Source: an optimization exercise on an open RTL-to-GDS flow (aim: small area and a short achievable clock period). Production flows keep margins and buffers that such runs may drop.
In this exercise RTL edits were held to simulation tests only and were not proved equivalent to the original.
Power and IR drop assume default switching activity.

<file path="design/flow/config.mk">
export PLATFORM = sky130hd
export DESIGN_NAME = output_buffer_bank
export DESIGN_NICKNAME = output_buffer_bank
export VERILOG_FILES = /design/flow/design.v
export SDC_FILE = /design/flow/constraint.sdc
export NUM_CORES = 4
export LEC_CHECK = 0
export CAP_MARGIN = 20
export CORE_MARGIN = 2
export CORE_UTILIZATION = 60
export SLEW_MARGIN = 20
export BUFFER_PORTS_ARGS = -buffer_cell sky130_fd_sc_hd__buf_1
export CTS_ARGS = -sink_clustering_enable -repair_clock_nets -dont_use_dummy_load -buf_list {sky130_fd_sc_hd__clkbuf_8} -sink_clustering_size 16 -sink_clustering_max_diameter 40
export SETUP_SLACK_MARGIN = 6.8
</file>
<file path="design/flow/standard.sh">
#!/bin/bash
# synth_recipe.tcl (not shown) runs the flow's synth.tcl, then flattens the netlist and writes it again
# the make line also repeats each setting of config.mk as NAME=value (left out here)
make -C /OpenROAD-flow-scripts/flow DESIGN_CONFIG=/design/flow/config.mk WORK_HOME=/design/flow/orfs CLKGATE_MAP_FILE= SYNTH_SCRIPT=/design/flow/synth_recipe.tcl "${@:-finish}"
</file>
<file path="design/flow/design.v">
module output_buffer_bank #(
   parameter int BANK_WIDTH = 32,
   parameter int DATA_W     = 32,
   parameter int ADDR_W     = 16,
   parameter int N_CH       = 8
) (
   input  logic                         clk_i,
   input  logic                         rst_sync_i,
   input  logic                         start_i,
   input  logic                         abort_i,
   input  logic [31:0]                  cfg_out_w_i,
   input  logic [31:0]                  cfg_out_h_i,
   input  logic [ADDR_W-1:0]            cfg_base_addr_i,
   input  logic [2:0]                   output_ch_sel_i,
   input  logic [BANK_WIDTH-1:0]        push_i,
   input  logic [BANK_WIDTH*DATA_W-1:0] data_in_i,
   output logic                         ob_ready_o,
   output logic [N_CH-1:0]              sram_wr_en_o,
   output logic [ADDR_W-1:0]            sram_wr_addr_o,
   output logic [DATA_W-1:0]            sram_wr_data_o,
   output logic                         frame_done_o,
   output logic                         error_o
);
   localparam int BW    = BANK_WIDTH;
   localparam int COL_W = (BANK_WIDTH > 1) ? $clog2(BANK_WIDTH) : 1;
   logic                  idle_q, coll_q, drain_q, done_q;
   logic                  idle_d, coll_d, drain_d, done_d;
   logic [COL_W-1:0]      wm1_q;           
   logic [31:0]           rem_q;           
   logic                  lastrow_q;       
   logic [2:0]            ch_q;
   logic [ADDR_W-1:0]     addr_q;
   logic [BW-1:0]         v_q, v_d;        
   logic                  full_q, full_d;  
   logic [BW-1:0][DATA_W-1:0]   fill_q;
   logic [BW-2:0][DATA_W-1:0]   drn_q;
   logic [BW-2:0]         sh_q, nsh_q;     
   logic [COL_W-1:0]      cnt_q;           
   logic                  is1_q;           
   logic                  colpar_q;        
   logic                  z0_q, z1_q;      
   logic                  rlast_q, rlast_d;  
   logic                  ready_q, rdy_o_q, ready_d;
   logic                  err_q, err_d;
   logic [N_CH-1:0]       wr_en_q;
   logic [ADDR_W-1:0]     wr_addr_q;
   logic [DATA_W-1:0]     wr_data_q;
   logic [BW-1:0]         mask, veff, st, bad;
   logic                  cfg_legal, collecting, clr, copy, nxt, issue, wr, bfull, par, nxt_d;
   logic                  lastw, aa;
   always_comb begin
      for (int i = 0; i < BW; i++) mask[i] = (COL_W'(i) <= wm1_q);
   end
   assign cfg_legal  = !(|cfg_out_w_i[31:6]) &&
                       (cfg_out_w_i[5] ? !(|cfg_out_w_i[4:0]) : (|cfg_out_w_i[4:0])) &&
                       (|cfg_out_h_i);
   assign collecting = coll_q | drain_q;
   assign clr   = coll_q & full_q;
   assign copy  = full_q & (coll_q | (rlast_q & !lastrow_q));
   assign nxt   = drain_q & !rlast_q;      
   assign issue = copy | nxt;
   assign wr    = issue & !abort_i;
   assign par   = !colpar_q;               
   assign lastw = copy ? z0_q : is1_q;     
   assign veff  = clr ? '0 : v_q;
   assign st    = {BW{ready_q}} & push_i & mask & ~veff;
   assign bad   = collecting ? (mask & ({BW{!ready_q}} | veff)) : '1;
   assign bfull = ready_q & ((mask & ~veff & ~push_i) == '0);
   always_comb begin
      idle_d  = abort_i | done_q | (idle_q & !(start_i & cfg_legal));
      coll_d  = !abort_i & ((idle_q & start_i & cfg_legal) | (coll_q & !full_q) |
                            (rlast_q & !lastrow_q & !full_q));
      drain_d = wr;
      done_d  = !abort_i & rlast_q & lastrow_q;
      rlast_d = wr & lastw;
      nxt_d   = issue & !lastw;
      if (abort_i || !collecting) begin
         v_d    = '0;
         full_d = 1'b0;
      end else begin
         v_d    = (copy ? '0 : v_q) | st;
         full_d = (full_q & !copy) | bfull;
      end
      aa      = (idle_q & start_i & cfg_legal) | (coll_q & !full_q) | (rlast_q & !lastrow_q & !full_q);
      ready_d = !abort_i & (aa | (issue & !(full_q & !copy) & !bfull));
      err_d = err_q | (!abort_i & ((idle_q & start_i & !cfg_legal) | ((push_i & bad) != '0)));
   end
   always_ff @(posedge clk_i) begin
      if (rst_sync_i) begin
         idle_q    <= 1'b1;
         coll_q    <= 1'b0;
         drain_q   <= 1'b0;
         done_q    <= 1'b0;
         full_q    <= 1'b0;
         rlast_q   <= 1'b0;
         ready_q   <= 1'b0;
         rdy_o_q   <= 1'b0;
         err_q     <= 1'b0;
         wr_en_q   <= '0;
         wr_addr_q <= '0;
         wr_data_q <= '0;
      end else begin
         idle_q    <= idle_d;
         coll_q    <= coll_d;
         drain_q   <= drain_d;
         done_q    <= done_d;
         full_q    <= full_d;
         rlast_q   <= rlast_d;
         ready_q   <= ready_d;
         rdy_o_q   <= !(idle_d | done_d | (drain_d & full_d));
         err_q     <= err_d;
         wr_en_q   <= wr ? (N_CH'(1) << ch_q) : '0;
         wr_addr_q <= wr ? addr_q : '0;
         wr_data_q <= copy & !abort_i ? fill_q[0] :
                      (nxt & !abort_i ? (drn_q[0] ^ {DATA_W{par}}) : '0);
      end
   end
   always_ff @(posedge clk_i) begin
      v_q   <= v_d;
      sh_q  <= {(BW-1){nxt_d}} & mask[BW-1:1];
      nsh_q <= ~({(BW-1){nxt_d}} & mask[BW-1:1]);
      if (idle_q) begin
         wm1_q     <= COL_W'(cfg_out_w_i[COL_W-1:0] - 1'b1);
         z0_q      <= (cfg_out_w_i[COL_W-1:0] == COL_W'(1));
         z1_q      <= (cfg_out_w_i[COL_W-1:0] == COL_W'(2));
         rem_q     <= cfg_out_h_i;
         lastrow_q <= (cfg_out_h_i == 32'd1);
         ch_q      <= output_ch_sel_i;
         addr_q    <= cfg_base_addr_i;
      end else begin
         if (rlast_q) begin
            rem_q     <= rem_q - 32'd1;
            lastrow_q <= (rem_q == 32'd2);
         end
         if (issue) addr_q <= addr_q + ADDR_W'(1);
      end
      if (copy) begin
         cnt_q    <= wm1_q;
         is1_q    <= z1_q;
         colpar_q <= 1'b0;
      end else if (nxt) begin
         cnt_q    <= cnt_q - COL_W'(1);
         is1_q    <= (cnt_q == COL_W'(2));
         colpar_q <= !colpar_q;
      end
   end
   always_ff @(posedge clk_i) begin
      for (int i = 0; i < BW; i++)
         if (!v_q[i] || copy) fill_q[i] <= data_in_i[i*DATA_W +: DATA_W];
      for (int k = 0; k < BW-2; k++)
         drn_q[k] <= ~((drn_q[k+1] | {DATA_W{nsh_q[k]}}) & (fill_q[k+1] | {DATA_W{sh_q[k]}}));
      drn_q[BW-2] <= ~fill_q[BW-1];
   end
   assign ob_ready_o     = rdy_o_q;
   assign sram_wr_en_o   = wr_en_q;
   assign sram_wr_addr_o = wr_addr_q;
   assign sram_wr_data_o = wr_data_q;
   assign frame_done_o   = done_q;
   assign error_o        = err_q;
endmodule
</file>
<file path="design/flow/constraint.sdc">
create_clock -name core_clock -period 10.0 [get_ports {clk_i}]
set_input_delay 2.0000 -clock core_clock [delete_from_list [all_inputs] [get_ports {clk_i}]]
set_output_delay 2.0000 -clock core_clock [all_outputs]
set_load 0.01 [all_outputs]
</file>
<file path="design/flow/flow/run.sh">
#!/bin/bash
# Own layout flow: the standard ORFS flow (standard.sh, unchanged synthesis)
# with single-strength port buffers, a lighter clock tree (no dummy loads) and
# a setup margin for the timing repair. ORFS writes each step's log under
# orfs/logs; make's own output goes to standard.log here.
set -euo pipefail
cat >> config.mk <<'EOC'
export BUFFER_PORTS_ARGS = -buffer_cell sky130_fd_sc_hd__buf_1
export CTS_ARGS = -sink_clustering_enable -repair_clock_nets -dont_use_dummy_load -buf_list {sky130_fd_sc_hd__clkbuf_8} -sink_clustering_size 16 -sink_clustering_max_diameter 40
export SETUP_SLACK_MARGIN = 6.8
EOC
bash standard.sh > standard.log 2>&1
</file>
==> run notes, run 1 <==
STA:
- Setup repair after global routing could not meet its margin everywhere.
- For the final database, setup skew stands at 0.139 ns.
- For the pin with the worst max-slew slack, the measured transition is 1.13 ns.
- The fraction of the cycle the final worst path needs is 34.4%.
- The final hold violation count is 0.
- In this run the tightest slew margin relative to its limit is 24.6%.
- Derived from the worst setup path, the maximum achievable clock frequency is 291 MHz.
- The smallest clock period supported by the final layout is computed as 3.44 ns.
- Setup violations remaining at the end of the flow were counted as 0.
- The post-route setup TNS is 0 ns.
- The smallest setup slack after layout is 6.56 ns.
- The max-slew violation total from the final report is 0.

Final layout:
- The post-layout instance area is 0.0776 mm2.
- In the final layout, the share of cells above drive strength 1 is 8.45%.
- The final core area utilization is 69.1%.
- The number of fillers in the final layout is 7,996.
- The number of nets in the layout is 6,743.
- From synthesis to final layout, the design area changed by 14.5%.
- The final cell count without fillers is 7,222.

Global routing:
- The via count of the first global-routing pass came to 41,900.
- Global routing finished with a remaining overflow of 0.
- The initial antenna violation count was 185.
- Entering global routing, the biggest net connects 99 pins.
- The global-route wire length before repair is 303 mm.
- The overall track demand over capacity in global routing is 37.4%.

Floorplanning:
- The placeable core area is 0.112 mm2.
- Measured along the x axis, the die boundary spans 340 um.
- The die outline height is 340 um.
- The row count is 123.
- For this configuration, the core starts out at a cell density of 60.4%.
- 1,202 I/O pins were placed.
- The total die area is 0.116 mm2.

Worst setup path:
- In this run the register-to-register setup slack is 7.00 ns.
- The buffering stage count on the worst path with inverters included is 1.
- The worst-path maximum fanout is 1.
- The end point of the critical path is sram_wr_en_o[7].
- Walking the worst path, the cells encountered are buf_6.
- The endpoint identified for the worst register-to-register timing path is rdy_o_q$_SDFF_PP0_.
- The critical path launch point is wr_en_q[7]$_SDFF_PP0_.
- In this run the number of cells on the critical path is 1.
- STA classifies the critical path startpoint as a flip-flop.
- STA puts the critical path data required time at 8.00 ns.
- In this run the critical register-to-register path is launched from wm1_q[0]$_DFFE_PP_.
- The critical path arrival is 1.44 ns.
- Grouping stages by cell kind, the critical path spends the most delay in flip-flops.
- The nature of the critical path endpoint is an output port.
- The worst setup path is of the flip-flop to output port kind.
- The largest single stage delay on the critical path is 0.44 ns.
- The slowest stage of the critical path is the dfxtp_4 cell.
- Counting cells, the worst reg-to-reg path comes to 6.

Power:
- The power density over the cells is 195 mW/mm2.
- The analysis attributes to cell leakage a power of 28.4 nW.
- Across the VDD grid, the largest voltage drop is 0.000162 V.

Yosys:
- The cell with the most instances after synthesis is dfxtp_1.
- Synthesis produced a netlist whose cell count is 4,357.
- The top cell type by total area after synthesis is edfxtp_1.
- The number of distinct library cells after synthesis is 73.
- The net count after synthesis is 5,509.
- The synthesized design contains 2,239 register bits.
- The synthesized netlist occupies a cell area of 0.0678 mm2.
- The fraction of post-synthesis cell area in the top cell type by area is 48.2%.
- The register area share after synthesis is 82.2%.
- Averaged over all synthesized cells, the footprint is 15.6 um2.
- The async set-or-reset flop fraction in the synthesized netlist is 0%.
- The total of warnings raised by yosys is 1.
- Yosys attributes the largest share of cell area to edfxtp_1, dfxtp_1, o22ai_1.
- The leading register cell type out of synthesis is dfxtp_1.
- Ranked by instance count, the synthesized netlist is headed by dfxtp_1, edfxtp_1, o22ai_1.
- The count of flip-flops with a built-in enable after synthesis is 1,089.

Clock network:
- The CTS buffer count is 201.
- The clock net in this run drives a total of 2,239 sinks.
- The clock network latency to the later pin of the worst-skew pair is 0.95 ns.
- The clock tree from TritonCTS is done.
- The clock root buffer is clkbuf_8.
- The number of H-tree branching levels is 4.
- The clock passes through at most 3 buffers.
- Clock-pin slew was measured on the worst setup and hold paths at 0.10 ns.

Detailed routing:
- Wires add up to 221 mm.
- The total vias in the final route is 43,400.
- The pre-antenna-repair detailed-routing pass consisted of 6 iterations.
- After the first detailed-routing iteration, the DRC count stood at 4,763.
- The detail route stage leaves a number of antenna-violating nets equal to 0.
- In the final routed layout, each cell accounts on average for 30.6 um.
- In the routed layout, each cell is associated on average with a via count of 6.01.
- The DRC violation count after routing is 0.

Outcome:
- The flow ran to the end and the layout has no timing, DRC or antenna violations.

Placement:
- The wire-length estimate of the detail-placed layout is 163 mm.
- The number of placed instances, taps included, is 6,887.
- Once placement finished, the instance area stood at 0.0740 mm2.
- The count of input and output buffers is 1,201.
- The routability-driven placement congestion ratio is 1.09.
- The worst slack after detailed placement is 5.99 ns.

Hold path:
- The type of the most critical hold path is flip-flop to flip-flop.

Flow run:
- Max-cap violations in this run came to 0.
-- per-stage QoR --
stage,total power (W),hold WS [ns]
global placement,0.0109,0.380
finish,0.0152,0.307
detailed placement,0.0109,0.380
floorplan,0.0105,0.376
CTS,0.0152,0.310
global route,0.0156,0.347
-- state kept, by name, indices dropped and copies added (netlist names), 3 cells and up --
| register | count |
|---|---|
| rem_q | 32 |
| nsh_q | 30 |
| sh_q | 30 |
| fill_q | 1024 |
| wm1_q | 5 |
| wr_data_q | 32 |
| cnt_q | 5 |
| drn_q | 992 |
| addr_q | 16 |
| wr_en_q | 8 |
| v_q | 32 |
| ch_q | 3 |
| wr_addr_q | 16 |
-- placed cells by master (no fill, tap or decap), drive strengths merged, types with 9 or more instances in the layout --
cell       n
a21boi     9
a21oi    113
a22oi      9
and3      18
buf     1285
clkbuf   202
dfxtp   1150
diode    133
edfxtp  1089
ha         9
inv       82
nand2    155
nand2b    11
nand3     30
nand4     21
nor2      84
nor3      58
nor4      21
o21ai     75
o22ai    962
xnor2     28
xor2      51
-- cell type report --
class	instances	area, um2	area share [%]
Antenna cell	133	333	0.429
Clock buffer	201	2770	3.56
Inverter	82	308	0.396
Multi-Input combinational cell	1781	10900	14.1
Sequential cell	2239	55800	71.9
Tap cell	1500	1880	2.42
Timing Repair Buffer	1286	5580	7.19
-- worst reg2reg max path, delay by kind of cell, from the launching register on --
kind | cells | cell delay, ns
AND/OR/NAND/NOR | 3 | 0.70
flip-flops | 1 | 0.86
AO/OA/AOI/OAI | 3 | 1.28
-- report_power, final --
part	switching [W]	total, W	internal (W)
Combinational	0.000266	0.000481	0.000215
Sequential	0.000164	0.0102	0.0100
Clock	0.00271	0.00449	0.00178
-- metal layers --
| layer | global-route usage [%] | vias up | routed length, um |
|---|---|---|---|
| li1 | - | 19100 | - |
| met1 | 47.3 | 21400 | 79600 |
| met2 | 59.8 | 2399 | 108000 |
| met3 | 9.69 | 504 | 22200 |
| met4 | 19.7 | 68 | 10300 |
| met5 | 0 | - | 460 |
-- timing repair --
action / CTS / global route
hold buffers: 0 / 0
endpoints found under the setup margin: 59 / 73
resized for setup: 203 / 17
buffers inserted: 1 / 0
gates cloned: 0 / 0
-- worst min-delay path by stage --
stage | startpoint | to | cells after the start
5_1_grt | drn_q[93]$_DFF_P_ | drn_q[61]$_DFF_P_ | 1
6_report | drn_q[93]$_DFF_P_ | drn_q[61]$_DFF_P_ | 1
3_3_place_gp | fill_q[1011]$_DFFE_PN_ | drn_q[979]$_DFF_P_ | 1
3_5_place_dp | fill_q[1005]$_DFFE_PN_ | drn_q[973]$_DFF_P_ | 1
2_1_floorplan | fill_q[992]$_DFFE_PN_ | drn_q[960]$_DFF_P_ | 1
4_1_cts | drn_q[93]$_DFF_P_ | drn_q[61]$_DFF_P_ | 1
-- cells by family (layout without fill, tap and decap cells) --
group	after synthesis	after routing	share of synthesized area (%)
flops	2239	2239	82.2
compound gates	1253	1253	11.5
simple gates	439	439	3.20
buf+inv	337	1569	1.90
xor+xnor	79	79	1.02
fa+ha+maj	9	9	0.166
mux	1	1	0.0166
other cells	0	133	0
==> run 2, diff against run 1 <==
--- a/design/flow/flow/run.sh
+++ b/design/flow/flow/run.sh
@@ -6,7 +6,7 @@
 set -euo pipefail
 cat >> config.mk <<'EOC'
 export BUFFER_PORTS_ARGS = -buffer_cell sky130_fd_sc_hd__buf_1
-export CTS_ARGS = -sink_clustering_enable -repair_clock_nets -dont_use_dummy_load -buf_list {sky130_fd_sc_hd__clkbuf_8} -sink_clustering_size 16 -sink_clustering_max_diameter 40
+export CTS_ARGS = -sink_clustering_enable -repair_clock_nets -dont_use_dummy_load -buf_list {sky130_fd_sc_hd__clkbuf_16} -sink_clustering_size 24 -sink_clustering_max_diameter 50
 export SETUP_SLACK_MARGIN = 6.8
 EOC
 bash standard.sh > standard.log 2>&1
--- a/design/flow/config.mk
+++ b/design/flow/config.mk
@@ -10,5 +10,5 @@
 export CORE_UTILIZATION = 60
 export SLEW_MARGIN = 20
 export BUFFER_PORTS_ARGS = -buffer_cell sky130_fd_sc_hd__buf_1
-export CTS_ARGS = -sink_clustering_enable -repair_clock_nets -dont_use_dummy_load -buf_list {sky130_fd_sc_hd__clkbuf_8} -sink_clustering_size 16 -sink_clustering_max_diameter 40
+export CTS_ARGS = -sink_clustering_enable -repair_clock_nets -dont_use_dummy_load -buf_list {sky130_fd_sc_hd__clkbuf_16} -sink_clustering_size 24 -sink_clustering_max_diameter 50
 export SETUP_SLACK_MARGIN = 6.8
==> run notes, run 2 <==
Floorplanning:
- The floorplan has 123 rows.
- During I/O placement, the number of pins put on the boundary was 1,202.
- For this configuration, the core starts out at a cell density of 60.4%.
- The core region is 0.112 mm2.
- The floorplan step defined a die boundary enclosing 0.116 mm2.
- The die outline height is 340 um.
- The overall die width is 340 um.

Clock network:
- TritonCTS built the clock tree.
- The number of H-tree branching levels is 4.
- The number of buffers inserted for hold repair after clock tree synthesis is 0.
- The cell sitting at the root of the clock tree is a clkbuf_16.
- The clock passes through at most 3 buffers.
- Clock-pin slew was measured on the worst setup and hold paths at 0.08 ns.
- The CTS buffer count is 147.
- At the later pin of the worst-skew pair, clock insertion delay measures 0.79 ns.
- The number of sinks on the clock net is 2,239.

Worst setup path:
- Data on the critical path is required at its endpoint by 8.00 ns.
- Traced cell by cell, the critical path runs through buf_6.
- The highest cell delay on the worst timing path is 0.43 ns.
- The buffering stage count on the worst path with inverters included is 1.
- The slowest cell on the critical path is dfxtp_4.
- The critical path arrival is 1.32 ns.
- The category of the critical setup timing path is flip-flop to output port.
- The cell family contributing the most delay on the critical path is flip-flops.
- The worst-path maximum fanout is 1.
- The nature of the critical path endpoint is an output port.
- The category of the worst setup path launch point is a flip-flop.

STA:
- The max-slew violation total from the final report is 0.
- Across all hold checks on the routed design, the worst slack comes to 0.374 ns.
- The final hold violation count came to 0.
- The clock tree skew after final layout is 0.0904 ns.
- For the pin with the worst max-slew slack, the measured transition is 1.11 ns.
- Setup repair after global routing could not meet its margin everywhere.
- The worst path uses 33.2% of the clock period.
- The time the worst path needs with I/O delays and setup is 3.32 ns.
- Setup violations remaining at the end of the flow were counted as 0.
- The post-route setup TNS is 0 ns.
- The worst slew slack as a fraction of its limit is 25.7%.
- The fmax is 301 MHz.

Outcome:
- The flow ran to the end and the layout has no timing, DRC or antenna violations.

Global routing:
- Global routing used 37.4% of the available tracks across all layers.
- The total overflow left after global routing is 0.
- The initial antenna violation count is 171.
- The via count of the first global-routing pass was 41,600.
- Entering global routing, the biggest net connects 99 pins.
- The first global-routing pass estimated 303 mm of wire.

Yosys:
- Among all flip-flop cells after synthesis, the most frequent one is dfxtp_1.
- The dominant combinational cell family by area after synthesis is compound AO/OA/AOI/OAI gates.
- The post-synthesis cell area is 0.0678 mm2.
- The post-synthesis share of cell area spent on full adders, half adders and majority gates is 0.166%.
- The net count after synthesis is 5,509.
- The synthesized flop and latch total is 2,239.
- After synthesis, the largest area contributor takes up 48.2% of total cell area.
- The synthesized area per cell is 15.6 um2.
- Summing the areas of all compound-gate instances in the mapped netlist gives 11.5% of the synthesized area.
- The count of flip-flops with a built-in enable after synthesis is 1,089.
- The simple-gate area share of the yosys netlist is 3.20%.
- Sequential elements use 82.2% of the synthesized area.
- For this run, asynchronously set or reset flops after synthesis account for 0%.
- The top cell type by total area after synthesis is edfxtp_1.
- Sorting the synthesized cells by how often they occur yields dfxtp_1, edfxtp_1, o22ai_1.
- Synthesis instantiated 73 different standard cells from the library.
- The gate count after technology mapping is 4,357.
- The total of warnings raised by yosys is 1.
- By area the synthesized netlist is led by edfxtp_1, dfxtp_1, o22ai_1.
- The mux contribution to synthesized area is 0.0166%.
- The xor and xnor area share after synthesis is 1.02%.
- In the post-synthesis netlist, the cell with the most instances is dfxtp_1.

Final layout:
- The number of flip-flops under the largest register name is 1,024.
- Leaving out fill and tap cells, the most frequent cell in the layout is buf_1.
- In the final layout, the registers with the most flip-flops are fill_q (1024), drn_q (992).
- The number of nets in the layout is 6,690.
- The largest register by flop count is fill_q.
- The finished cells cover 0.0786 mm2.
- The final cell count without fillers is 7,169.
- From synthesis to final layout, the design area changed by 15.9%.
- The library cells used most frequently in the layout, excluding fill and tap cells, are buf_1, dfxtp_1, edfxtp_1.
- The post-route netlist has 7.55% of its cells at a drive strength greater than 1.

Placement:
- The count of input and output buffers is 1,201.
- At the end of routability-driven placement, the weighted congestion stood at 1.09.
- Summing all placed instances gives a cell area of 0.0740 mm2.
- Counting tap cells, the placed design contains a total of 6,887 instances.
- The half-perimeter wire length after detailed placement is 163 mm.

Power:
- The power density over the cells is 205 mW/mm2.
- The analysis attributes to cell leakage a power of 28.8 nW.
- VDD sags by at most 0.000155 V.

Detailed routing:
- The count of nets left with antenna violations after detail routing is 0.
- The met3 wirelength from detailed routing is 21.7 mm.
- The met2 wirelength from detailed routing is 109 mm.
- The first routing iteration left 4,859 violations.
- The number of detailed-routing iterations run before antenna repair is 6.
- In the routed design, unresolved DRC markers number 0.
- The total vias in the final route is 43,300.
- The detailed-route wire length is 222 mm.
- The average via count per standard cell is 6.04.
- The routed metal-1 wire length is 80.4 mm.
- The average detailed-routed wire length per instance is 30.9 um.
- The detailed router used layers up to and including met5.

Flow run:
- Across the run, the number of max-cap violations was 0.

Hold path:
- The type of the most critical hold path is flip-flop to flip-flop.
==> run 2: final cells by class <==
type / instances / area (um2)
fillers: 7855 / 33800
flip-flops and latches: 2239 / 55800
inverters: 82 / 308
repair buffers: 1287 / 5580
multi-input cells: 1781 / 10900
clock buffers: 147 / 3680
diodes: 133 / 333
well taps: 1500 / 1880
==> run 2: cells by family after synthesis <==
| family | count (synthesis) |
|---|---|
| XOR/XNOR | 79 |
| flip-flops | 2239 |
| buffers and inverters | 337 |
| AO/OA/AOI/OAI | 1253 |
| AND/OR/NAND/NOR | 439 |
| multiplexers | 1 |
| adder cells (fa/ha/maj) | 9 |
==> run 2: timing repair <==
| action | in CTS | in global routing |
|---|---|---|
| setup buffers | 2 | 0 |
| resized for setup | 203 | 15 |
| endpoints found under the hold margin | 0 | 0 |
| setup endpoints to repair | 62 | 53 |
| cloned | 0 | 0 |
==> run 2: report_power, final <==
group / leakage (nW) / switching [W] / total (W) / internal [W]
combinational: 5.74 / 0.000267 / 0.000483 / 0.000215
sequential: 21.2 / 0.000165 / 0.0102 / 0.0100
clock: 1.81 / 0.00279 / 0.00539 / 0.00260
total: 28.8 / 0.00322 / 0.0161 / 0.0128
==> run 2: final timing paths <==
| check | cells after the start | startpoint | endpoint | slack [ns] |
|---|---|---|---|---|
| max reg2reg | 6 | wm1_q[0]$_DFFE_PP_ | rdy_o_q$_SDFF_PP0_ | 7.09 |
| min | 1 | fill_q[154]$_DFFE_PN_ | drn_q[122]$_DFF_P_ | 0.37 |
| max | 1 | wr_en_q[3]$_SDFF_PP0_ | sram_wr_en_o[3] | 6.68 |
| min reg2reg | 1 | fill_q[154]$_DFFE_PN_ | drn_q[122]$_DFF_P_ | 0.37 |
==> run 2: layer usage <==
layer | vias to the layer above | GRT usage [%]
met5 | - | 0
met4 | 70 | 18.8
met3 | 489 | 8.91
met2 | 2382 | 60.4
met1 | 21300 | 47.6
li1 | 19000 | -
==> run 2: metrics by stage <==
step / utilization (%) / worst slack (ns) / power [W]
6_report: 69.9 / 6.68 / 0.0161
5_1_grt: 69.8 / 6.64 / 0.0165
4_1_cts: 69.6 / 6.63 / 0.0161
3_5_place_dp: 65.8 / 5.99 / 0.0109
3_3_place_gp: 65.8 / 6.06 / 0.0109
2_1_floorplan: - / 6.63 / 0.0105
==> run 3, diff against run 2 <==
--- a/design/flow/flow/run.sh
+++ b/design/flow/flow/run.sh
@@ -6,7 +6,7 @@
 set -euo pipefail
 cat >> config.mk <<'EOC'
 export BUFFER_PORTS_ARGS = -buffer_cell sky130_fd_sc_hd__buf_1
-export CTS_ARGS = -sink_clustering_enable -repair_clock_nets -dont_use_dummy_load -buf_list {sky130_fd_sc_hd__clkbuf_16} -sink_clustering_size 24 -sink_clustering_max_diameter 50
+export CTS_ARGS = -sink_clustering_enable -repair_clock_nets -dont_use_dummy_load -buf_list {sky130_fd_sc_hd__clkbuf_16} -sink_clustering_size 36 -sink_clustering_max_diameter 60
 export SETUP_SLACK_MARGIN = 6.8
 EOC
 bash standard.sh > standard.log 2>&1
--- a/design/flow/config.mk
+++ b/design/flow/config.mk
@@ -10,5 +10,5 @@
 export CORE_UTILIZATION = 60
 export SLEW_MARGIN = 20
 export BUFFER_PORTS_ARGS = -buffer_cell sky130_fd_sc_hd__buf_1
-export CTS_ARGS = -sink_clustering_enable -repair_clock_nets -dont_use_dummy_load -buf_list {sky130_fd_sc_hd__clkbuf_16} -sink_clustering_size 24 -sink_clustering_max_diameter 50
+export CTS_ARGS = -sink_clustering_enable -repair_clock_nets -dont_use_dummy_load -buf_list {sky130_fd_sc_hd__clkbuf_16} -sink_clustering_size 36 -sink_clustering_max_diameter 60
 export SETUP_SLACK_MARGIN = 6.8
==> run notes, run 3 <==
Clock network:
- The number of clock buffers added by TritonCTS is 132.
- CTS saw 2,239 sinks.
- The maximum buffer depth of the clock tree is 3.
- For the worst-skew pair, the clock arrives at the later sink with an insertion delay of 0.79 ns.
- CTS built an H-tree with a depth of 4.
- After clock tree synthesis, the clock-pin slew on the worst setup and hold paths is 0.11 ns.
- For this design, the CTS-stage hold fixing added 0 buffers.
- The clock root buffer is clkbuf_16.
- The clock tree from TritonCTS is done.

Yosys:
- The leading register cell type out of synthesis is dfxtp_1.
- The cell with the most instances after synthesis is dfxtp_1.
- The synthesized area per cell is 15.6 um2.
- The net count after synthesis is 5,509.
- By count the netlist is led by dfxtp_1, edfxtp_1, o22ai_1.
- The total of warnings raised by yosys is 1.
- Yosys mapped the design onto 73 distinct sky130hd cell types.
- After synthesis, the share of flip-flops with an asynchronous set or reset is 0%.
- By area the synthesized netlist is led by edfxtp_1, dfxtp_1, o22ai_1.
- The cell area that synthesis handed to floorplanning was 0.0678 mm2.
- The top cell type by total area after synthesis is edfxtp_1.
- The count of flip-flops with a built-in enable after synthesis is 1,089.
- In the synthesized netlist, the number of instances is 4,357.
- The register area share after synthesis is 82.2%.
- Synthesis inferred 2,239 register bits.
- The synthesized design devotes to its leading area cell type 48.2% of total area.

Hold path:
- For hold timing, the worst endpoint is drn_q[126]$_DFF_P_.
- In this run the worst hold path is classified as flip-flop to flip-flop.
- The number of stages on the worst hold path is 1.
- The startpoint of the most critical hold path is fill_q[158]$_DFFE_PN_.

Power:
- VDD sags by at most 0.000197 V.
- The leakage dissipation is 28.6 nW.
- For this design the ratio of total power to cell area is 201 mW/mm2.

Worst setup path:
- For the worst setup path, the data arrival time is 1.34 ns.
- The worst setup slack for register-to-register paths is 7.06 ns.
- The worst setup path is captured at an output port.
- The critical path goes through buf_6.
- For the worst setup path, the data required time is 8.00 ns.
- The slowest cell on the critical path is dfxtp_4.
- The reg-to-reg critical path startpoint is wm1_q[0]$_DFFE_PP_.
- The endpoint identified for the worst register-to-register timing path is full_q$_SDFF_PP0_.
- The number of buffers and inverters on the critical path is 1.
- In this run the worst path has a maximum fanout of 1.
- The highest cell delay on the worst timing path is 0.45 ns.
- The category of the critical setup timing path is flip-flop to output port.
- The category of the worst setup path launch point is a flip-flop.
- The largest delay contributor family on the critical path is flip-flops.
- The number of cells on the worst reg-to-reg path is 6.

Global routing:
- The via count of the first global-routing pass is 41,300.
- The total overflow left after global routing is 0.
- The initial antenna violation count was 161.
- Global routing consumed, over all layers together, 37.4% of the routing resources.
- The global-route wire length before repair is 303 mm.
- Entering global routing, the biggest net connects 99 pins.

Detailed routing:
- For this block, wires on met1 add up to 80.5 mm.
- The highest signal layer in the routed design is met5.
- Using the TritonRoute via totals, the vias-per-cell ratio works out to 6.06.
- Summed over all nets, wire length on met3 after detailed routing comes to 21.5 mm.
- The number of DRC markers after the initial detailed-route iteration is 4,901.
- The detailed-route wire length is 221 mm.
- The routed layout has 43,300 vias.
- The DRC violation count after routing is 0.
- The number of detailed-routing iterations run before antenna repair is 6.
- Once detail routing completed, the nets flagged for antenna violations numbered 0.
- In the detailed route, the total length drawn on met2 is 109 mm.
- The average detailed-routed wire length per instance is 30.9 um.

Floorplanning:
- Pin placement for this block handled 1,202 I/O pins.
- The placeable core area is 0.112 mm2.
- The die covers 0.116 mm2.
- The row count is 123.
- The overall die width is 340 um.
- The floorplan step set the die height to 340 um.
- The initial core utilization is 60.4%.

Final layout:
- The register cell area after layout is 0.0558 mm2.
- The library cells used most frequently in the layout, excluding fill and tap cells, are buf_1, dfxtp_1, edfxtp_1.
- The final layout contains 6,674 nets.
- The register with the most flip-flops in the final layout is fill_q.
- The finished layout holds 7,143 standard cells, fillers aside.
- The area of the multi-input gates is 0.0109 mm2.
- The post-layout instance area is 0.0781 mm2.
- The register with the most flip-flops in the layout has 1,024 of them.
- After filler insertion, the fill cell instance count of the layout stands at 7,892.
- Leaving out fill and tap cells, the most frequent cell in the layout is buf_1.
- The layout cell share with drive strength beyond 1 is 7.21%.
- The largest registers in the layout are fill_q (1024), drn_q (992).
- Relative to the synthesized area, the layout overhead comes to 15.2%.

STA:
- Setup total negative slack on the finished layout was measured at 0 ns.
- For the pin with the worst max-slew slack, the measured transition is 1.14 ns.
- Headroom to the max-slew limit came out at 24.2%.
- Setup repair after global routing could not meet its margin everywhere.
- The max-slew violation total from the final report is 0.
- The final hold violation count is 0.
- Dividing the final minimum period by the clock period gives 33.4%.
- The fmax is 300 MHz.
- The smallest clock period supported by the final layout is computed as 3.34 ns.
- Setup violations remaining at the end of the flow were counted as 0.
- The clock tree skew after final layout is 0.125 ns.

Placement:
- The placed cell count is 6,887.
- The half-perimeter wire length after detailed placement is 163 mm.
- The total placed instance area is 0.0740 mm2.
- The count of input and output buffers is 1,201.
- The routability-driven placement congestion ratio is 1.09.

Outcome:
- The run finished with no timing, DRC or antenna violations.

Flow run:
- Across the run, the number of max-cap violations was 0.
run 3: cell counts after synthesis:
No cell type changed its count.
run 3: where the power goes:
group / internal [W] / leakage (nW) / total, W / switching (W)
clock: 0.00235 / 1.63 / 0.00507 / 0.00272
sequential: 0.0100 / 21.2 / 0.0102 / 0.000165
combinational: 0.000215 / 5.74 / 0.000482 / 0.000267
total: 0.0126 / 28.6 / 0.0157 / 0.00315
run 3: worst max-delay path by stage:
stage / startpoint / to / slack [ns] / cells after the start
2_1_floorplan: push_i[28] / err_q$_SDFF_PP0_ / 6.63 / 6
3_3_place_gp: rst_sync_i / wr_en_q[4]$_SDFF_PP0_ / 6.06 / 7
3_5_place_dp: rst_sync_i / wr_en_q[5]$_SDFF_PP0_ / 5.99 / 7
4_1_cts: wr_en_q[3]$_SDFF_PP0_ / sram_wr_en_o[3] / 6.62 / 1
5_1_grt: wr_en_q[3]$_SDFF_PP0_ / sram_wr_en_o[3] / 6.62 / 1
6_report: wr_en_q[3]$_SDFF_PP0_ / sram_wr_en_o[3] / 6.66 / 1
run 3: layer usage:
| layer | track usage [%] | vias up |
|---|---|---|
| met4 | 19.4 | 52 |
| met2 | 59.9 | 2479 |
| li1 | - | 19000 |
| met3 | 8.48 | 459 |
| met5 | 0 | - |
| met1 | 48.1 | 21300 |
run 3: layout make-up:
cell class	instances	share of cell area (%)
Clock buffer	132	4.23
Inverter	82	0.394
Multi-Input combinational cell	1781	14.0
Antenna cell	123	0.394
Sequential cell	2239	71.5
Tap cell	1500	2.40
Timing Repair Buffer	1286	7.12
run 3: logic make-up (layout without fill, tap and decap cells):
group | Yosys count | count (layout) | share of synthesized area, %
flops | 2239 | 2239 | 82.2
compound gates | 1253 | 1253 | 11.5
simple gates | 439 | 439 | 3.20
buf+inv | 337 | 1500 | 1.90
xor+xnor | 79 | 79 | 1.02
fa+ha+maj | 9 | 9 | 0.166
mux | 1 | 1 | 0.0166
other cells | 0 | 123 | 0
run 3: through the flow:
stage	setup slack [ns]	power (W)	utilization [%]	hold WS (ns)
3_3_place_gp	6.06	0.0109	65.8	0.380
4_1_cts	6.62	0.0158	69.2	0.362
2_1_floorplan	6.63	0.0105	-	0.376
3_5_place_dp	5.99	0.0109	65.8	0.380
5_1_grt	6.62	0.0162	69.5	0.373
6_report	6.66	0.0157	69.6	0.349
run 3: timing repair:
| action | CTS | global route |
|---|---|---|
| pin swaps | 0 | 0 |
| gates resized for setup | 193 | 19 |
| endpoints found under the setup margin | 62 | 58 |
| setup buffers | 1 | 0 |
| hold endpoints to repair | 0 | 0 |
==> run 4, diff against run 3 <==
--- a/design/flow/flow/run.sh
+++ b/design/flow/flow/run.sh
@@ -6,7 +6,7 @@
 set -euo pipefail
 cat >> config.mk <<'EOC'
 export BUFFER_PORTS_ARGS = -buffer_cell sky130_fd_sc_hd__buf_1
-export CTS_ARGS = -sink_clustering_enable -repair_clock_nets -dont_use_dummy_load -buf_list {sky130_fd_sc_hd__clkbuf_16} -sink_clustering_size 36 -sink_clustering_max_diameter 60
+export CTS_ARGS = -sink_clustering_enable -repair_clock_nets -dont_use_dummy_load -root_buf sky130_fd_sc_hd__clkbuf_16 -buf_list {sky130_fd_sc_hd__clkbuf_8} -sink_clustering_size 20 -sink_clustering_max_diameter 45
 export SETUP_SLACK_MARGIN = 6.8
 EOC
 bash standard.sh > standard.log 2>&1
--- a/design/flow/config.mk
+++ b/design/flow/config.mk
@@ -10,5 +10,5 @@
 export CORE_UTILIZATION = 60
 export SLEW_MARGIN = 20
 export BUFFER_PORTS_ARGS = -buffer_cell sky130_fd_sc_hd__buf_1
-export CTS_ARGS = -sink_clustering_enable -repair_clock_nets -dont_use_dummy_load -buf_list {sky130_fd_sc_hd__clkbuf_16} -sink_clustering_size 36 -sink_clustering_max_diameter 60
+export CTS_ARGS = -sink_clustering_enable -repair_clock_nets -dont_use_dummy_load -root_buf sky130_fd_sc_hd__clkbuf_16 -buf_list {sky130_fd_sc_hd__clkbuf_8} -sink_clustering_size 20 -sink_clustering_max_diameter 45
 export SETUP_SLACK_MARGIN = 6.8
==> run notes, run 4 <==
Outcome:
- The run finished with no timing, DRC or antenna violations.

Placement:
- The half-perimeter wire length after detailed placement is 163 mm.
- The count of input and output buffers is 1,201.
- The placed cell count is 6,887.
- Routability-driven placement finished with a final weighted congestion of 1.09.
- The worst slack after detailed placement is 5.99 ns.

STA:
- After routing, the total negative slack on setup checks comes to 0 ns.
- At the pin with the least slew margin, the transition time is 1.15 ns.
- Measured against its own limit, the worst slew margin works out to 23.4%.
- The fraction of the cycle the final worst path needs is 32.9%.
- The fmax is 304 MHz.
- The time the worst path needs with I/O delays and setup is 3.29 ns.
- Across all hold checks on the routed design, the worst slack comes to 0.372 ns.
- Setup repair after global routing could not meet its margin everywhere.
- Once routing completed, OpenROAD measured the worst setup slack at 6.71 ns.
- The total setup violations reported at the end of the flow is 0.
- The final hold violation count is 0.
- The clock tree skew after final layout is 0.155 ns.
- The max-slew violation total from the final report was 0.

Hold path:
- In this run the worst hold path is classified as flip-flop to flip-flop.
- The startpoint of the most critical hold path is fill_q[1016]$_DFFE_PN_.

Final layout:
- The final cell count without fillers is 7,181.
- In the layout the commonest cells are buf_1, dfxtp_1, edfxtp_1.
- From synthesis to final layout, the design area changed by 13.7%.
- The post-route netlist has 7.67% of its cells at a drive strength greater than 1.
- The number of nets in the layout is 6,711.
- The leading cell type in the layout, fill and taps excluded is buf_1.
- The largest registers in the layout are fill_q (1024), drn_q (992).
- The number of flip-flops under the largest register name is 1,024.
- Fill cells in the final layout number 8,073.
- The largest register by flop count is fill_q.

Clock network:
- The CTS clock-pin slew for the worst setup and hold paths is 0.11 ns.
- The clock network latency to the later pin of the worst-skew pair is 0.78 ns.
- The CTS buffer count is 170.
- For this design, the sink count on the clock tree is 2,239.
- TritonCTS built the clock tree.
- In this run the number of H-tree levels came out at 4.
- The clock root buffer is clkbuf_16.
- Post-CTS timing repair inserted 0 buffers for setup.
- The number of buffers inserted for hold repair after clock tree synthesis is 0.
- The maximum buffer depth of the clock tree is 3.

Worst setup path:
- Data on the critical path is required at its endpoint by 8.00 ns.
- The worst setup slack for register-to-register paths is 7.03 ns.
- The highest cell delay on the worst timing path is 0.45 ns.
- The slowest cell on the critical path is dfxtp_4.
- STA classifies the critical path startpoint as a flip-flop.
- The reg-to-reg critical path startpoint is wm1_q[0]$_DFFE_PP_.
- In this run the number of cells on the critical path is 1.
- Along the worst path, the maximum fanout reaches 1.
- The buffering stage count on the worst path with inverters included is 1.
- The end point of the critical path is sram_wr_en_o[3].
- The largest delay contributor family on the critical path is flip-flops.
- The critical path goes through buf_6.
- Counting cells, the worst reg-to-reg path comes to 6.
- The reg-to-reg critical path endpoint is full_q$_SDFF_PP0_.
- STA classifies the critical path endpoint as an output port.
- The category of the critical setup timing path is flip-flop to output port.
- STA puts the critical path data arrival time at 1.29 ns.
- The critical path launch point is wr_en_q[3]$_SDFF_PP0_.

Yosys:
- The area fraction in compound gates after synthesis is 11.5%.
- By area the synthesized netlist is led by edfxtp_1, dfxtp_1, o22ai_1.
- For this run, the number of Yosys warnings is 1.
- The gate count after technology mapping is 4,357.
- By count the netlist is led by dfxtp_1, edfxtp_1, o22ai_1.
- Counting flops with an async set or reset pin after synthesis yields a share of 0%.
- The leading register cell type out of synthesis is dfxtp_1.
- The net count after synthesis is 5,509.
- The synthesized design devotes to its leading area cell type 48.2% of total area.
- The synthesized flop and latch total is 2,239.
- The post-synthesis cell area is 0.0678 mm2.
- The top cell type by total area after synthesis is edfxtp_1.
- dfxtp_1 is the most common cell in the netlist.
- For this run, the register share of the synthesized area comes to 82.2%.
- After synthesis, the share of cell area in mux cells is 0.0166%.
- Of the total synthesized cell area, the portion taken by full adders, half adders and majority gates is 0.166%.
- The synthesized area per cell is 15.6 um2.
- Summing the areas of all and, or, nand and nor instances in the mapped netlist gives 3.20% of the synthesized area.
- The synthesized netlist devotes 1.02% of its cell area to XOR and XNOR gates.
- Counting flops with a built-in enable in the synthesized netlist gives 1,089.
- The dominant combinational cell family by area after synthesis is compound AO/OA/AOI/OAI gates.
- The number of distinct library cells after synthesis is 73.

Detailed routing:
- The DRC violation count after routing is 0.
- Summed over all layers, the routed wires come to 220 mm.
- In this run the remaining antenna-violating nets after routing total 0.
- The average detailed-routed wire length per instance is 30.6 um.
- The total vias in the final route is 43,100.
- The number of detailed-routing iterations run before antenna repair is 5.
- The first routing iteration left 4,616 violations.
- Using the TritonRoute via totals, the vias-per-cell ratio works out to 6.00.

Global routing:
- The overall track demand over capacity in global routing is 37.2%.
- The first global-routing pass estimated 302 mm of wire.
- Entering global routing, the biggest net connects 99 pins.
- Global routing finished with a remaining overflow of 0.
- The via count of the first global-routing pass is 41,500.
- The initial antenna violation count is 168.

Floorplanning:
- The die is 340 um wide.
- The initial core utilization is 60.4%.
- The floorplan has 123 rows.
- In this run the standard cell core region covers 0.112 mm2.
- In this run the count of I/O pins placed on the die edge is 1,202.
- The total die area is 0.116 mm2.
- In this run the vertical extent of the chip is 340 um.

Power:
- The peak supply drop is 0.000166 V.
- The design draws 0.0148 W.
- The power density over the cells is 193 mW/mm2.
- The leakage dissipation is 28.2 nW.

Flow run:
- The tool flagged a number of max-cap violations equal to 0.
==> run 4: cell type report <==
type / instances / area (um2) / area share (%)
Antenna cell: 124 / 310 / 0.402
Tap cell: 1500 / 1880 / 2.43
Sequential cell: 2239 / 55800 / 72.4
Multi-Input combinational cell: 1781 / 11000 / 14.2
Timing Repair Buffer: 1285 / 5500 / 7.13
Inverter: 82 / 308 / 0.399
Clock buffer: 170 / 2350 / 3.05
==> run 4: cell families after synthesis <==
logic type,count (synthesis)
buf+inv,337
simple gates,439
compound gates,1253
xor+xnor,79
flops,2239
mux,1
fa+ha+maj,9
==> run 4: worst min-delay path by stage <==
stage | slack, ns | endpoint | cells past startpoint
CTS | 0.37 | drn_q[984]$_DFF_P_ | 1
global placement | 0.38 | drn_q[979]$_DFF_P_ | 1
detailed placement | 0.38 | drn_q[973]$_DFF_P_ | 1
global route | 0.36 | drn_q[984]$_DFF_P_ | 1
finish | 0.37 | drn_q[984]$_DFF_P_ | 1
floorplan | 0.38 | drn_q[960]$_DFF_P_ | 1
==> run 4: metrics by stage <==
stage	util, %	cell area (um2)
floorplan	-	67900
finish	68.6	77100
CTS	68.3	76800
global placement	65.8	74000
global route	68.6	77000
detailed placement	65.8	74000
==> run 4: metal layers <==
metal	GRT usage (%)	wire length, um
met4	17.9	9870
met5	0	373
met1	47.4	80600
met2	60.2	108000
met3	9.32	21100
==> run 4: where the power goes <==
group / total, W / internal (W) / switching (W)
registers: 0.0102 / 0.0100 / 0.000163
logic: 0.000482 / 0.000215 / 0.000267
clock network: 0.00417 / 0.00153 / 0.00264
==> run 4: timing repair <==
action                     CTS  global route
setup endpoints to repair   64            36
resized for setup          175            14
pin swaps                    0             0
==> run 5, diff against run 4 <==
--- a/design/flow/design.v
+++ b/design/flow/design.v
@@ -34,7 +34,7 @@
    logic                  full_q, full_d;  
    logic [BW-1:0][DATA_W-1:0]   fill_q;
    logic [BW-2:0][DATA_W-1:0]   drn_q;
-   logic [BW-2:0]         sh_q, nsh_q;     
+   logic                  sh_q, nsh_q;     
    logic [COL_W-1:0]      cnt_q;           
    logic                  is1_q;           
    logic                  colpar_q;        
@@ -117,8 +117,8 @@
    end
    always_ff @(posedge clk_i) begin
       v_q   <= v_d;
-      sh_q  <= {(BW-1){nxt_d}} & mask[BW-1:1];
-      nsh_q <= ~({(BW-1){nxt_d}} & mask[BW-1:1]);
+      sh_q  <= nxt_d;
+      nsh_q <= !nxt_d;
       if (idle_q) begin
          wm1_q     <= COL_W'(cfg_out_w_i[COL_W-1:0] - 1'b1);
          z0_q      <= (cfg_out_w_i[COL_W-1:0] == COL_W'(1));
@@ -148,7 +148,7 @@
       for (int i = 0; i < BW; i++)
          if (!v_q[i] || copy) fill_q[i] <= data_in_i[i*DATA_W +: DATA_W];
       for (int k = 0; k < BW-2; k++)
-         drn_q[k] <= ~((drn_q[k+1] | {DATA_W{nsh_q[k]}}) & (fill_q[k+1] | {DATA_W{sh_q[k]}}));
+         drn_q[k] <= ~((drn_q[k+1] | {DATA_W{nsh_q}}) & (fill_q[k+1] | {DATA_W{sh_q}}));
       drn_q[BW-2] <= ~fill_q[BW-1];
    end
    assign ob_ready_o     = rdy_o_q;
==> run notes, run 5 <==
Outcome:
- The flow ran to the end and the layout has no timing, DRC or antenna violations.

Clock network:
- In this run the deepest clock path goes through 3 buffers.
- The clock drives 2,181 sinks.
- The CTS buffer count is 169.
- The clock root buffer is clkbuf_16.
- The number of H-tree branching levels is 4.
- After clock tree synthesis, the flow added hold-fix buffers numbering 0.
- The clock tree from TritonCTS is done.
- Clock-pin slew was measured on the worst setup and hold paths at 0.10 ns.
- The clock network latency to the later pin of the worst-skew pair is 0.78 ns.

Yosys:
- The async set-or-reset flop fraction in the synthesized netlist is 0%.
- The synthesized area per cell is 15.6 um2.
- In this run, synthesis produced a sequential element count of 2,181.
- The share of the Yosys chip area taken by registers is 82.3%.
- The fraction of post-synthesis cell area in the top cell type by area is 49.3%.
- The gate count after technology mapping is 4,240.
- In the synthesized netlist, the cells that appear most often are dfxtp_1, edfxtp_1, o22ai_1.
- For this run, the leading register cell type out of synthesis is dfxtp_1.
- The number of nets handed over by synthesis was 5,392.
- The total of warnings raised by yosys is 1.
- Counting flops with a built-in enable in the synthesized netlist gives 1,089.
- dfxtp_1 is the most common cell in the netlist.
- The post-synthesis cell area is 0.0663 mm2.
- The number of distinct library cells after synthesis is 67.
- Summed over all instances, the cell type with the most area after synthesis is edfxtp_1.
- Yosys attributes the largest share of cell area to edfxtp_1, dfxtp_1, o22ai_1.

Worst setup path:
- For this run, the slowest stage of the critical path takes 0.47 ns.
- The slowest cell on the critical path is dfxtp_4.
- In this run the worst path has a maximum fanout of 1.
- The category of the critical setup timing path is flip-flop to output port.
- The nature of the critical path endpoint is an output port.
- STA puts the critical path data required time at 8.00 ns.
- STA classifies the critical path startpoint as a flip-flop.
- In this design, the largest share of critical-path delay is due to flip-flops.
- Counting both buffers and inverters, the worst setup path holds a total of 1.
- Traced cell by cell, the critical path runs through buf_6.
- The critical path arrival is 1.38 ns.

Power:
- The leakage dissipation is 27.2 nW.
- The share of total power dissipated in combinational logic is 3.2%.
- The power density over the cells is 193 mW/mm2.
- The switching share of power is 20.7%.
- The peak supply drop is 0.000152 V.
- Sequential cells account for 68.5% of the total power.
- The net switching power figure is 0.00300 W.
- The share of power burned in the clock network is 28.3%.
- The internal power contribution is 0.0115 W.

Final layout:
- The finished layout holds 6,975 standard cells, fillers aside.
- The largest registers in the layout are fill_q (1024), drn_q (992).
- The post-layout instance area is 0.0754 mm2.
- In the final layout, the multi-input gates occupy 0.0106 mm2.
- The area growth from synthesis to layout is 13.7%.
- Summing all flip-flop and latch instances after layout gives 0.0547 mm2.
- Counting the fill cells in the layout gives 7,812.
- The number of flip-flops under the largest register name is 1,024.
- The largest register by flop count is fill_q.
- The library cell used most frequently in the layout, excluding fill and tap cells, is buf_1.
- In the final layout, the share of cells above drive strength 1 is 7.11%.
- After the last flow step, the layout net total stands at 6,530.
- The library cells used most frequently in the layout, excluding fill and tap cells, are buf_1, edfxtp_1, dfxtp_1.

Placement:
- Buffers placed on the I/O ports in this run total 1,201.
- Once placement completed, the tool counted placed cells totaling 6,680.
- The total placed instance area is 0.0721 mm2.
- At the end of routability-driven placement, the weighted congestion stood at 1.06.
- The half-perimeter wire length after detailed placement is 160 mm.

STA:
- The minimum hold slack is 0.320 ns.
- The time the worst path needs with I/O delays and setup is 3.38 ns.
- The max-slew violation total from the final report is 0.
- The post-route setup TNS is 0 ns.
- Setup repair after global routing could not meet its margin everywhere.
- The clock tree skew after final layout is 0.124 ns.
- The fraction of the cycle the final worst path needs is 33.8%.
- The actual slew at the worst max-slew pin is 1.26 ns.
- The total setup violations reported at the end of the flow is 0.
- The final hold violation count is 0.
- The fmax is 296 MHz.
- The worst slew slack as a fraction of its limit is 16.0%.

Detailed routing:
- The number of DRC markers after the initial detailed-route iteration is 4,603.
- The detailed-route wire length is 218 mm.
- The detailed router placed 41,800 vias in this run.
- After detailed routing, the average wire length per cell comes to 31.2 um.
- The average via count per standard cell is 5.99.
- For this run, design rule violations remaining after detail routing come to 0.
- The pre-antenna-repair detailed-routing pass consisted of 6 iterations.
- The detail route stage leaves a number of antenna-violating nets equal to 0.

Floorplanning:
- The region available for standard cell placement spans 0.109 mm2.
- The I/O pin total is 1,202.
- The floorplan has 121 rows.
- The die outline height is 336 um.
- The initial core utilization is 60.7%.
- The total die area is 0.113 mm2.
- The die is 336 um wide.

Flow run:
- The number of max-capacitance violations reported is 0.

Global routing:
- The via count of the first global-routing pass was 40,000.
- The largest net degree at the start of global routing is 214.
- The initial antenna violation count is 182.
- Summed over all layers, the global routing overflow is 0.
- The overall track demand over capacity in global routing is 37.4%.
- The first global-routing pass estimated 292 mm of wire.

Hold path:
- The type of the most critical hold path is flip-flop to flip-flop.
run 5: cell types whose count changed in the layout (fill, tap and decap cells not counted), moves of 13 or more:
cell and delta:
and2_1 +17, and3_1 -13, buf_4 -50, dfxtp_1 -66, dfxtp_4 +20, inv_1 -28, nand2_1 -29
run 5: worst paths after layout:
kind                                 from                  to  slack [ns]  depth (start not counted)
setup / recovery  wr_data_q[3]$_SDFF_PP0_   sram_wr_data_o[3]        6.62                          1
hold / removal      fill_q[106]$_DFFE_PN_   drn_q[74]$_DFF_P_        0.32                          1
setup reg to reg             sh_q$_DFF_P_  drn_q[234]$_DFF_P_        6.90                          3
hold reg to reg     fill_q[106]$_DFFE_PN_   drn_q[74]$_DFF_P_        0.32                          1
run 5: per-layer routing:
| metal | up-vias | routed length [um] | global-route usage [%] | share of wire [%] |
|---|---|---|---|---|
| met3 | 577 | 21400 | 11.1 | 9.8 |
| li1 | 18500 | - | - | - |
| met1 | 20500 | 75400 | 43.9 | 35 |
| met2 | 2121 | 106000 | 60.4 | 49 |
| met5 | - | 619 | 0 | 0.28 |
| met4 | 94 | 14200 | 24.0 | 6.5 |
run 5: cell type report:
cell class,count,share of cell area (%)
diodes,123,0.408
clock buffers,169,3.10
inverters,53,0.269
multi-input cells,1725,14.1
flip-flops and latches,2181,72.6
well taps,1476,2.45
repair buffers,1248,7.13
run 5: what timing repair did:
action | in CTS | in global routing
setup endpoints to repair | 60 | 125
resized for setup | 204 | 10
setup buffers | 1 | 1
run 5: kinds of logic (layout without fill, tap and decap cells):
family	count (synthesis)	in the layout	synth area share (%)
buf+inv	334	1470	1.91
simple gates	405	405	3.05
flops	2181	2181	82.3
xor+xnor	82	82	1.08
fa+ha+maj	9	9	0.170
mux	2	2	0.0340
compound gates	1227	1227	11.5
other cells	0	123	0
run 5: through the flow:
stage / util (%) / power, W / setup WS (ns)
floorplan: - / 0.0103 / 6.50
global placement: 66.0 / 0.0106 / 5.84
detailed placement: 66.0 / 0.0106 / 5.74
CTS: 68.6 / 0.0145 / 6.62
global route: 68.9 / 0.0149 / 6.63
finish: 69.0 / 0.0145 / 6.62
run 5: power by group through the flow:
| stage | Combinational (W) | Sequential, W | Clock, W |
|---|---|---|---|
| after floorplan | 0.000172 | 0.0101 | 0 |
| after global placement | 0.000442 | 0.0102 | 0 |
| after detailed placement | 0.000452 | 0.0102 | 0 |
| after CTS | 0.000458 | 0.00995 | 0.00414 |
| after global routing | 0.000500 | 0.00999 | 0.00445 |
| final | 0.000467 | 0.00995 | 0.00411 |
==> run 6, diff against run 5 <==
==> design/flow/flow/run.sh (replaced) <==
#!/bin/bash
# Own layout flow: the standard ORFS flow (standard.sh, unchanged synthesis)
# with single-strength port buffers, a lighter clock tree (no dummy loads), a
# setup margin for the timing repair, and the flip-flops that drive output
# ports placed next to their port buffers (flow/pre_dpl.tcl, run before
# detailed placement). ORFS writes each step's log under orfs/logs; make's own
# output goes to standard.log here.
set -euo pipefail
cat >> config.mk <<EOC
export BUFFER_PORTS_ARGS = -buffer_cell sky130_fd_sc_hd__buf_1
export CTS_ARGS = -sink_clustering_enable -repair_clock_nets -dont_use_dummy_load -root_buf sky130_fd_sc_hd__clkbuf_16 -buf_list {sky130_fd_sc_hd__clkbuf_8} -sink_clustering_size 20 -sink_clustering_max_diameter 45
export SETUP_SLACK_MARGIN = 7.0
export PRE_DETAIL_PLACE_TCL = $PWD/flow/pre_dpl.tcl

EOC
bash standard.sh > standard.log 2>&1
==> design/flow/flow/pre_dpl.tcl (new file) <==
# Move each flip-flop that drives an output port buffer next to that buffer, so
# the register-to-output paths are short; detailed placement then legalises.
set block [ord::get_db_block]
set moved 0
foreach bterm [$block getBTerms] {
  if {[$bterm getIoType] ne "OUTPUT"} { continue }
  set net [$bterm getNet]
  if {$net eq "NULL"} { continue }
  set buf ""
  foreach it [$net getITerms] { if {[$it isOutputSignal]} { set buf [$it getInst] } }
  if {$buf eq ""} { continue }
  set in_net ""
  foreach it [$buf getITerms] { if {[$it isInputSignal]} { set in_net [$it getNet] } }
  if {$in_net eq "" || $in_net eq "NULL"} { continue }
  set ff ""
  foreach it [$in_net getITerms] { if {[$it isOutputSignal]} { set ff [$it getInst] } }
  if {$ff eq "" || ![string match "*__df*" [[$ff getMaster] getName]]} { continue }
  set loc [$buf getLocation]
  $ff setLocation [lindex $loc 0] [lindex $loc 1]
  incr moved
}
puts "pre_dpl: moved $moved output flip-flops next to their port buffers"
--- a/design/flow/config.mk
+++ b/design/flow/config.mk
@@ -7,8 +7,10 @@
 export LEC_CHECK = 0
 export CAP_MARGIN = 20
 export CORE_MARGIN = 2
-export CORE_UTILIZATION = 60
+export CORE_UTILIZATION = 70
 export SLEW_MARGIN = 20
 export BUFFER_PORTS_ARGS = -buffer_cell sky130_fd_sc_hd__buf_1
 export CTS_ARGS = -sink_clustering_enable -repair_clock_nets -dont_use_dummy_load -root_buf sky130_fd_sc_hd__clkbuf_16 -buf_list {sky130_fd_sc_hd__clkbuf_8} -sink_clustering_size 20 -sink_clustering_max_diameter 45
-export SETUP_SLACK_MARGIN = 6.8
+export SETUP_SLACK_MARGIN = 7.0
+export PRE_DETAIL_PLACE_TCL = /design/flow/flow/pre_dpl.tcl
+
==> run notes, run 6 <==
Yosys:
- The synthesized netlist occupies a cell area of 0.0663 mm2.
- In the synthesized netlist the async set-or-reset flop fraction comes to 0%.
- The number of distinct library cells after synthesis is 67.
- The number of nets handed over by synthesis was 5,392.
- Among all flip-flop cells after synthesis, the most frequent one is dfxtp_1.
- The top cell type by total area after synthesis is edfxtp_1.
- The cell with the most instances after synthesis is dfxtp_1.
- The fraction of post-synthesis cell area in the top cell type by area is 49.3%.
- The synthesized area per cell is 15.6 um2.
- In this run, synthesis inferred 1,089 flip-flops with an integrated enable.
- For this run, the number of Yosys warnings is 1.
- In this run, synthesis produced a sequential element count of 2,181.
- The commonest cells after synthesis are dfxtp_1, edfxtp_1, o22ai_1.
- Sequential elements use 82.3% of the synthesized area.
- The gate count after technology mapping is 4,240.
- Yosys attributes the largest share of cell area to edfxtp_1, dfxtp_1, o22ai_1.

Floorplanning:
- The floorplan has 112 rows.
- From bottom edge to top edge, the die measures 312 um.
- For this configuration, the core starts out at a cell density of 70.9%.
- The die is 312 um wide.

Outcome:
- Progress stopped at I/O pin placement (3_2_place_iop).
- The run stopped with a tool error.
- The first error in the log reads "[ERROR PPL-0024] Number of IO pins (1202) exceeds maximum number of available positions (1124). Increase the die perimeter from 1247.32um to 1634.72um".
[run 6: kinds of logic after synthesis]
kind of cell | count (synthesis) | synth area share [%]
buffers and inverters | 334 | 1.91
and+or+nand+nor | 405 | 3.05
DFF | 2181 | 82.3
AOI/OAI and AO/OA | 1227 | 11.5
xor gates and xnor gates | 82 | 1.08
muxes | 2 | 0.0340
adders and majority gates | 9 | 0.170
==> run 7, diff against run 6 <==
--- a/design/flow/flow/run.sh
+++ b/design/flow/flow/run.sh
@@ -8,7 +8,7 @@
 set -euo pipefail
 cat >> config.mk <<EOC
 export BUFFER_PORTS_ARGS = -buffer_cell sky130_fd_sc_hd__buf_1
-export CTS_ARGS = -sink_clustering_enable -repair_clock_nets -dont_use_dummy_load -root_buf sky130_fd_sc_hd__clkbuf_16 -buf_list {sky130_fd_sc_hd__clkbuf_8} -sink_clustering_size 20 -sink_clustering_max_diameter 45
+export CTS_ARGS = -sink_clustering_enable -repair_clock_nets -dont_use_dummy_load -root_buf sky130_fd_sc_hd__clkbuf_16 -buf_list {sky130_fd_sc_hd__clkbuf_8} -sink_clustering_size 16 -sink_clustering_max_diameter 40
 export SETUP_SLACK_MARGIN = 7.0
 export PRE_DETAIL_PLACE_TCL = $PWD/flow/pre_dpl.tcl
 
==> design/flow/config.mk (replaced) <==
export PLATFORM = sky130hd
export DESIGN_NAME = output_buffer_bank
export DESIGN_NICKNAME = output_buffer_bank
export VERILOG_FILES = /design/flow/design.v
export SDC_FILE = /design/flow/constraint.sdc
export NUM_CORES = 4
export LEC_CHECK = 0
export CAP_MARGIN = 20
export CORE_MARGIN = 2
export CORE_UTILIZATION = 60
export SLEW_MARGIN = 20
export BUFFER_PORTS_ARGS = -buffer_cell sky130_fd_sc_hd__buf_1
export CTS_ARGS = -sink_clustering_enable -repair_clock_nets -dont_use_dummy_load -root_buf sky130_fd_sc_hd__clkbuf_16 -buf_list {sky130_fd_sc_hd__clkbuf_8} -sink_clustering_size 16 -sink_clustering_max_diameter 40
export SETUP_SLACK_MARGIN = 7.0
export PRE_DETAIL_PLACE_TCL = /design/flow/flow/pre_dpl.tcl

==> run notes, run 7 <==
Final layout:
- In the layout the commonest cells are buf_1, edfxtp_1, dfxtp_1.
- The finished layout holds 7,015 standard cells, fillers aside.
- The post-layout instance area is 0.0759 mm2.
- In the final layout, the registers with the most flip-flops are fill_q (1024), drn_q (992).
- The layout cell share with drive strength beyond 1 is 7.97%.
- The area growth from synthesis to layout is 14.4%.
- Ranked by flip-flop count, first place goes to fill_q.

Power:
- In this run the power density over the cells is 195 mW/mm2.
- In this run switching power makes up 20.6% of total power.
- The net switching power figure is 0.00306 W.
- The share of power burned in the clock network is 29.6%.
- Combinational cells account for 3.1% of the total power.
- The analysis attributes to cell leakage a power of 27.4 nW.

Outcome:
- The run finished with no timing, DRC or antenna violations.

STA:
- At the pin with the least slew margin, the transition time is 1.12 ns.
- After layout, the worst setup slack is 6.77 ns.
- The time the worst path needs with I/O delays and setup is 3.23 ns.
- The max-slew violation total from the final report came to 0.
- The post-route setup TNS is 0 ns.
- Setup violations remaining at the end of the flow were counted as 0.
- Setup repair after global routing could not meet its margin everywhere.

Worst setup path:
- The worst register-to-register path has a depth of 3.
- The worst setup slack for register-to-register paths is 7.11 ns.
- Grouping stages by cell kind, the critical path spends the most delay in flip-flops.
- The worst setup path is launched from a flip-flop.
- In this run the worst setup path terminates at sram_wr_data_o[29].
- The critical path arrival is 1.23 ns.
- The buffering stage count on the worst path with inverters included is 1.
- Walking the worst path, the cells encountered are buf_6.
- The category of the critical setup timing path is flip-flop to output port.
- The critical path launch point is wr_data_q[29]$_SDFF_PP0_.

Global routing:
- The initial antenna violation count is 204.
- Summed over all layers, the global routing overflow is 0.
- The via count of the first global-routing pass is 40,600.
- The first global-routing pass estimated 294 mm of wire.
- The overall track demand over capacity in global routing is 37.6%.

Clock network:
- The tree built by TritonCTS fans out to 2,181 sinks.
- The tree is rooted in a clkbuf_16.
- The clock tree synthesis step divided the H-tree into 4 levels.
- The clock tree from TritonCTS is done.
- Clock tree synthesis inserted a total of 195 buffers.
- The maximum buffer depth of the clock tree is 3.

Floorplanning:
- Measured along the x axis, the die boundary spans 336 um.
- The row count is 121.
- The initial utilization of the core area, before any placement, comes to 60.7%.
- Pin placement for this block handled 1,202 I/O pins.
- The core region is 0.109 mm2.
- The die outline height is 336 um.

Yosys:
- After synthesis, the cell types taking the most area are edfxtp_1, dfxtp_1, o22ai_1.
- The synthesized flop and latch total is 2,181.
- The async set-or-reset flop fraction in the synthesized netlist is 0%.
- The net count after synthesis is 5,392.
- The commonest cells after synthesis are dfxtp_1, edfxtp_1, o22ai_1.
- The leading register cell type out of synthesis is dfxtp_1.
- The total of warnings raised by yosys is 1.
- The synthesized area per cell is 15.6 um2.
- The post-synthesis cell area is 0.0663 mm2.
- The top cell type by total area after synthesis is edfxtp_1.
- Counting every instance in the synthesized netlist gives 4,240.
- The cell with the most instances after synthesis is dfxtp_1.

Detailed routing:
- After detailed routing, the number of remaining DRC violations is 0.
- The number of detailed-routing iterations run before antenna repair is 6.
- The average detailed-routed wire length per instance is 31.2 um.
- The detailed-route wire length is 219 mm.
- The count of nets left with antenna violations after detail routing is 0.
- The number of DRC markers after the initial detailed-route iteration is 4,439.
- The average via count per standard cell is 5.99.

Placement:
- In this run, placement finished with an instance count of 6,677.
- The count of input and output buffers is 1,201.

Flow run:
- The tool flagged a number of max-cap violations equal to 0.

Hold path:
- The startpoint of the most critical hold path is fill_q[1014]$_DFFE_PN_.
[run 7: cell counts after synthesis]
No cell type changed its count.
[run 7: worst min path at each step]
stage	endpoint	slack, ns	cells past startpoint
2_1_floorplan	drn_q[960]$_DFF_P_	0.38	1
3_3_place_gp	drn_q[969]$_DFF_P_	0.38	1
3_5_place_dp	drn_q[982]$_DFF_P_	0.38	1
4_1_cts	drn_q[982]$_DFF_P_	0.35	1
5_1_grt	drn_q[982]$_DFF_P_	0.36	1
6_report	drn_q[982]$_DFF_P_	0.35	1
[run 7: power groups by stage]
stage          Combinational, W  Sequential (W)  Clock, W
3_3_place_gp           0.000426          0.0102         0
6_report               0.000453         0.00997   0.00439
4_1_cts                0.000443         0.00997   0.00441
5_1_grt                0.000488          0.0100   0.00474
3_5_place_dp           0.000437          0.0102         0
2_1_floorplan          0.000173          0.0101         0
[run 7: area by class of cell]
| cell class | instances | area (um2) |
|---|---|---|
| flip-flops and latches | 2181 | 54600 |
| clock buffers | 195 | 2700 |
| fillers | 7750 | 33400 |
| inverters | 53 | 203 |
| diodes | 132 | 330 |
| multi-input cells | 1725 | 10800 |
| repair buffers | 1253 | 5370 |
| well taps | 1476 | 1850 |
[run 7: through the flow]
stage | util (%) | total power (W) | hold slack, ns
final | 69.4 | 0.0148 | 0.348
after global routing | 69.3 | 0.0152 | 0.361
after CTS | 68.9 | 0.0148 | 0.346
after detailed placement | 66.0 | 0.0106 | 0.381
after global placement | 66.0 | 0.0106 | 0.377
after floorplan | - | 0.0103 | 0.376
[run 7: timing repair]
action                                  4_1_cts  5_1_grt
endpoints found under the setup margin      145      204
pin swaps                                     5        5
gates resized for setup                     162       39
cloned                                        0        1
hold buffers                                  0        0
buffers inserted                              5        2
[run 7: metal layers]
layer	track usage (%)	up-vias	share of wire (%)
met1	43.0	20500	34
met4	25.0	114	6.5
met5	0	-	0.34
met2	60.5	2210	49
met3	12.5	646	10
li1	-	18600	-
[run 7: logic make-up (layout without fill, tap and decap cells)]
group                    count (synthesis)  count (layout)  synth area share, %
flip-flops                            2181            2181                 82.3
AND/OR/NAND/NOR                        405             405                 3.05
buffers and inverters                  334            1501                 1.91
XOR/XNOR                                82              82                 1.08
other                                    0             132                    0
adder cells (fa/ha/maj)                  9               9                0.170
AO/OA/AOI/OAI                         1227            1227                 11.5
multiplexers                             2               2               0.0340

re-timing with driven ports:
How much do the figures lean on ideal ports? The routed layouts below were timed once more, with nothing changed but the port constraints.
Step 1, drivers: a clkbuf_16 drives clk_i and a buf_2 each remaining input, both assumed.
Step 2 times the ports against the registers' clock, not the clock port: input delays grow and output delays shrink by t, the midpoint of the rising clock arrivals with the driver on.
Slacks: no drivers / after step 1 / after step 2; pairs: no drivers / after step 1.
run	t (ns)	slack for setup (ns)
run 1	0.936	6.561 / 6.488 / 5.853
run 2	0.816	6.680 / 6.606 / 5.884
run 3	0.806	6.662 / 6.586 / 5.935
run 4	0.782	6.711 / 6.635 / 6.017
run 5	0.792	6.623 / 6.549 / 5.894
run 7	0.789	6.766 / 6.696 / 6.154
After both steps every run listed still meets setup and hold.
